Context: an optimization exercise on an open-source flow, tuned for small area, a short achievable clock period and few clock cycles. The choices shown serve that exercise and are no tape-out recipe.
At most, simulation tests tie the RTL to the original design; equivalence was not proved.

==> inputs of amber <==
// depth_rainbow_colormap_unit
module depth_rainbow_colormap_unit
#(
    parameter int DEPTH_BITS = 24
) (
    input  logic                 i_clk,
    input  logic                 i_rst_n,
    input  logic                 i_depth_valid,
    output logic                 o_depth_ready,
    input  logic [DEPTH_BITS-1:0] i_depth,
    output logic                 o_pixel_valid,
    input  logic                 i_pixel_ready,
    output logic [7:0]           o_blue,
    output logic [7:0]           o_green,
    output logic [7:0]           o_red,
    input  logic                 i_cfg_we,
    input  logic [drcm_pkg::CFG_IDX_W-1:0] i_cfg_idx,
    input  logic [drcm_pkg::DIST_W-1:0]    i_cfg_data
);
clock: 6.0 ns
lec_check: 0
abc_area: 1
cap_margin: 20
core_margin: 2
core_utilization: 60
cts_cluster_diameter: 100
cts_cluster_size: 20
gpl_timing_driven: 0
setup_slack_margin: 3.3
slew_margin: 20
synth_memory_max_bits: 16384
tns_end_percent: 5
buffer_ports_args: -buffer_cell sky130_fd_sc_hd__buf_2
standard.sh (not shown) runs the stock make flow with config.mk's settings and CLKGATE_MAP_FILE= SYNTH_SCRIPT=/design/flow/synth_recipe.tcl, a recipe that flattens the netlist after the stock synthesis.
==> flow/flow/run.sh <==
#!/bin/bash
set -euo pipefail
echo 'export BUFFER_PORTS_ARGS = -buffer_cell sky130_fd_sc_hd__buf_2' >> config.mk
bash standard.sh > standard.log 2>&1
==> lagoon: changes against amber <==
--- a/flow/design.v
+++ b/flow/design.v
@@ -25,85 +25,28 @@
     typedef struct packed {
         logic             black;
         logic [IDX_W-1:0] index;
     } t_idx_beat;
 endpackage
-module drcm_add #(
-    parameter int W = 16
-) (
-    input  logic [W-1:0] i_a,
-    input  logic [W-1:0] i_b,
-    input  logic         i_ci,
-    output logic [W-1:0] o_s,
-    output logic         o_co
-);
-    logic [W-1:0] t;
-    logic [W-1:0] g;
-    logic [W-1:0] cg;
-    logic [W-1:0] cp;
-    always_comb begin
-        t = i_a | i_b;
-        g = i_a & i_b;
-        cg = g;
-        cp = t;
-        cg[0] = g[0] | (t[0] & i_ci);
-        for (int l = 0; (1 << l) < W; l++) begin
-            logic [W-1:0] ng;
-            logic [W-1:0] np;
-            ng = cg;
-            np = cp;
-            for (int i = 0; i < W; i++) begin
-                if ((i >> l) & 1) begin
-                    ng[i] = cg[i] | (cp[i] & cg[((i >> l) << l) - 1]);
-                    np[i] = cp[i] & cp[((i >> l) << l) - 1];
-                end
-            end
-            cg = ng;
-            cp = np;
-        end
-        o_s  = i_a ^ (i_b ^ {cg[W-2:0], i_ci});
-        o_co = cg[W-1];
-    end
-endmodule
 module drcm_div_step #(
     parameter int K = 7
 ) (
     input  logic [15:0] i_den,
-    input  logic [23:0] i_rem,
+    input  logic [24:0] i_rem,
     input  logic [7:0]  i_quo,
-    output logic [23:0] o_rem,
+    output logic [24:0] o_rem,
     output logic [7:0]  o_quo
 );
     logic [16:0] top;
-    logic [16:0] dd;
-    logic [16:0] dif;
-    logic [16:0] bg;
-    logic [16:0] bt;
-    assign top = i_rem[K+16:K];
-    assign dd  = {1'b0, i_den};
+    logic [17:0] trial;
+    assign top   = i_rem[K+17:K+1];
+    assign trial = {1'b0, top} - {2'b0, i_den};
     always_comb begin
-        bg = ~top & dd;
-        bt = ~top | dd;
-        for (int l = 0; l < 5; l++) begin
-            logic [16:0] ng;
-            logic [16:0] nt;
-            ng = bg;
-            nt = bt;
-            for (int i = 0; i < 17; i++) begin
-                if ((i >> l) & 1) begin
-                    ng[i] = bg[i] | (bt[i] & bg[((i >> l) << l) - 1]);
-                    nt[i] = bt[i] & bt[((i >> l) << l) - 1];
-                end
-            end
-            bg = ng;
-            bt = nt;
-        end
-        dif = top ^ (dd ^ {bg[15:0], 1'b0});
         o_rem = i_rem;
         o_quo = i_quo;
-        o_quo[K] = !bg[16];
-        if (!bg[16]) o_rem[K+16:K] = dif;
+        o_quo[K] = !trial[17];
+        if (!trial[17]) o_rem[K+17:K+1] = trial[16:0];
     end
 endmodule
 module drcm_lut
 (
     input  logic       i_black,
@@ -409,16 +352,11 @@
         end else if (i_cfg_we) begin
             if (i_cfg_idx[0]) r_far  <= i_cfg_data;
             else              r_near <= i_cfg_data;
         end
     end
-    logic den_co;
-    drcm_add #(.W(16)) u_den (
-        .i_a (r_far), .i_b (~r_near), .i_ci (1'b1),
-        .o_s (den_full[15:0]), .o_co (den_co)
-    );
-    assign den_full[16] = !den_co;
+    assign den_full = {1'b0, r_far} - {1'b0, r_near};
     always_ff @(posedge i_clk) begin
         r_den <= den_full[15:0];
         r_ok  <= !den_full[16] && (den_full[15:0] != 16'd0);
     end
     logic en;
@@ -432,16 +370,11 @@
     logic        r1_high;
     logic        r1_below;
     logic [15:0] r1_diff;
     assign in_black = i_depth[DEPTH_BITS-1] || (i_depth == '0);
     assign in_high  = |i_depth[DEPTH_BITS-2:16];
-    logic in_co;
-    drcm_add #(.W(16)) u_diff (
-        .i_a (i_depth[15:0]), .i_b (~r_near), .i_ci (1'b1),
-        .o_s (in_diff[15:0]), .o_co (in_co)
-    );
-    assign in_diff[16] = !in_co;
+    assign in_diff  = {1'b0, i_depth[15:0]} - {1'b0, r_near};
     always_ff @(posedge i_clk) begin
         if (!i_rst_n)  r1_v <= 1'b0;
         else if (en)   r1_v <= i_depth_valid;
     end
     always_ff @(posedge i_clk) begin
@@ -452,84 +385,57 @@
             r1_diff  <= in_diff[15:0];
         end
     end
     logic [NSTEP:0] s_v;
     logic [1:0]     s_c [0:NSTEP];
-    logic [23:0]    s_r [0:NSTEP];
+    logic [24:0]    s_r [0:NSTEP];
     logic [7:0]     s_q [0:NSTEP];
     logic [23:0]    s_p;
     logic [1:0]     t_c [1:NSTEP];
-    logic [23:0]    t_r [1:NSTEP];
+    logic [24:0]    t_r [1:NSTEP];
     logic [7:0]     t_q [1:NSTEP];
     logic [23:0]    t_p;
     assign s_v[0] = r1_v;
     assign s_c[0] = C_DIV;
-    assign s_r[0] = 24'd0;
+    assign s_r[0] = 25'd0;
     assign s_q[0] = 8'd0;
-    logic [15:0] ge_s;
-    logic        ge_den;
-    logic [23:0] n_s;
-    logic [23:0] n_c;
-    logic        n_co;
-    drcm_add #(.W(16)) u_ge (
-        .i_a (r1_diff), .i_b (~r_den), .i_ci (1'b1),
-        .o_s (ge_s), .o_co (ge_den)
-    );
     always_comb begin
-        if (r1_black)                      t_c[1] = C_BLACK;
-        else if (r1_below || !r_ok)        t_c[1] = C_ZERO;
-        else if (r1_high || ge_den)        t_c[1] = C_FULL;
-        else                               t_c[1] = C_DIV;
+        if (r1_black)                            t_c[1] = C_BLACK;
+        else if (r1_below || !r_ok)              t_c[1] = C_ZERO;
+        else if (r1_high || (r1_diff >= r_den))  t_c[1] = C_FULL;
+        else                                     t_c[1] = C_DIV;
     end
-    always_comb begin
-        logic [23:0] x;
-        logic [23:0] y;
-        logic [23:0] z;
-        x = {r1_diff, 8'd0};
-        y = {8'hFF, ~r1_diff};
-        z = {9'd0, r_den[15:1]};
-        n_s = x ^ y ^ z;
-        n_c = {((x & y) | (x & z) | (y & z)), 1'b0} ;
-    end
-    drcm_add #(.W(24)) u_num (
-        .i_a (n_s), .i_b (n_c), .i_ci (1'b1),
-        .o_s (t_r[1]), .o_co (n_co)
-    );
+    assign t_r[1] = {r1_diff, 9'd0} - {8'd0, r1_diff, 1'b0} + {9'd0, r_den};
     assign t_q[1] = 8'd0;
-    logic [7:0] q_raw [2:9];
     for (genvar j = 2; j <= 9; j++) begin : g_step
         drcm_div_step #(.K(9 - j)) u_step (
             .i_den (r_den),
             .i_rem (s_r[j-1]),
             .i_quo (s_q[j-1]),
             .o_rem (t_r[j]),
-            .o_quo (q_raw[j])
+            .o_quo (t_q[j])
         );
-        if (j < 9) begin : g_mid
-            assign t_q[j] = q_raw[j];
-            assign t_c[j] = s_c[j-1];
-        end else begin : g_last
-            always_comb begin
-                case (s_c[j-1])
-                    C_ZERO:  t_q[j] = 8'd0;
-                    C_FULL:  t_q[j] = 8'd255;
-                    C_BLACK: t_q[j] = 8'd0;
-                    default: t_q[j] = q_raw[j];
-                endcase
-            end
-            assign t_c[j] = (s_c[j-1] == C_BLACK) ? C_BLACK : C_DIV;
-        end
+        assign t_c[j] = s_c[j-1];
+    end
+    logic [7:0] qf;
+    always_comb begin
+        case (s_c[9])
+            C_ZERO:  qf = 8'd0;
+            C_FULL:  qf = 8'd255;
+            C_BLACK: qf = 8'd0;
+            default: qf = s_q[9];
+        endcase
     end
     drcm_lut u_lut (
         .i_black (s_c[9] == C_BLACK),
-        .i_index (s_q[9]),
+        .i_index (qf),
         .o_blue  (t_p[23:16]),
         .o_green (t_p[15:8]),
         .o_red   (t_p[7:0])
     );
     assign t_c[10] = 2'd0;
-    assign t_r[10] = 24'd0;
+    assign t_r[10] = 25'd0;
     assign t_q[10] = 8'd0;
     for (genvar j = 1; j <= NSTEP; j++) begin : g_link
         if (CUTS[j]) begin : g_reg
             logic rv;
             always_ff @(posedge i_clk) begin
@@ -537,11 +443,11 @@
                 else if (en)  rv <= s_v[j-1];
             end
             assign s_v[j] = rv;
             if (j < NSTEP) begin : g_data
                 logic [1:0]  rc;
-                logic [23:0] rr;
+                logic [24:0] rr;
                 logic [7:0]  rq;
                 always_ff @(posedge i_clk) begin
                     if (en) begin
                         rc <= t_c[j];
                         rr <= t_r[j];
==> flow/run.sh (new file) <==
#!/bin/bash
# synth_recipe.tcl (not shown) runs the flow's synth.tcl, then flattens the netlist and writes it again
# the make line also repeats each setting of config.mk as NAME=value (left out here)
make -C /OpenROAD-flow-scripts/flow DESIGN_CONFIG=/design/flow/config.mk WORK_HOME=/design/flow/orfs CLKGATE_MAP_FILE= SYNTH_SCRIPT=/design/flow/synth_recipe.tcl finish
- ABC_AREA: 1 -> unset
- ABC_CLOCK_PERIOD_IN_PS: unset -> 3000
- BUFFER_PORTS_ARGS: -buffer_cell sky130_fd_sc_hd__buf_2 -> unset
- CORE_UTILIZATION: 60 -> 40
- CTS_CLUSTER_DIAMETER: 100 -> unset
- CTS_CLUSTER_SIZE: 20 -> unset
- GPL_TIMING_DRIVEN: 0 -> unset
- SETUP_SLACK_MARGIN: 3.3 -> 2.8
- TNS_END_PERCENT: 5 -> unset
removed: flow/flow/run.sh
removed: flow/standard.sh
==> Flow_metrics.wiki <==
{| class="wikitable"
! Metric !! Value
|-
| Multi-input gate share of the layout cell area || a little under 50%
|-
| Overall die area || 56,900 um2
|-
| Number of distinct library cell variants in the gate-level netlist after synthesis || between 80 and 90
|-
| Total core area || around 55,000 um2
|-
| Outcome || finished clean
|-
| Seq cells post-synth || roughly 320
|-
| CP bufs+invs || 4
|-
| Routed via count divided by cell count || around 5.7
|-
| Final non-clock buffer share || under 10%
|}
Source of the figures above: lagoon

==> Flow_metrics.wiki <==
{| class="wikitable"
! Metric !! Value
|-
| Outcome || finished clean
|-
| Number of distinct library cell variants in the gate-level netlist after synthesis || 53
|-
| Largest register by flop count || g_link.g_reg.g_data.rr
|-
| Multi-input gate share of the layout cell area || a little over two fifths
|-
| Total core area || 34,500 um2
|-
| Final non-clock buffer share || ~5%
|-
| CP bufs+invs || 5
|-
| Overall die area || ~36,000 um2
|-
| Routed via count divided by cell count || between 5 and 6
|}
Source of the figures above: amber

Testbench counts of amber, summed over its fixed seeds: cycles 16,088.
For lagoon, only the layout was checked, not whether the RTL still works.

==> afterwards: timing with drivers on the ports <==
The flow's constraints put no driver on any port. The routed layouts listed below were extracted and timed again, unchanged, in two steps. Step 1 sets driving cells, clkbuf_16 on the clock port and buf_2 on the other inputs (assumed; they add their load-dependent delay and slew). Step 2 adds t to the input delays and takes it off the output delays; t is the mean of the earliest and latest rising clock arrival at the registers after step 1. Input paths then give back, and output paths get back, about the clock's delay inside the block. Three values: no drivers, after step 1, after step 2; two values: the first two.
run	t, ns	setup slack, ns	slew at the worst register clock pin (ns)
amber	0.580	2.962 / 2.929 / 2.577	0.10 / 0.10
lagoon	0.625	2.741 / 2.741 / 2.213	0.06 / 0.06
After both steps every run listed still meets setup and hold. For lagoon, which loses most, drivers alone change the setup slack by 0.000 ns; drivers and shift together by -0.528 ns.
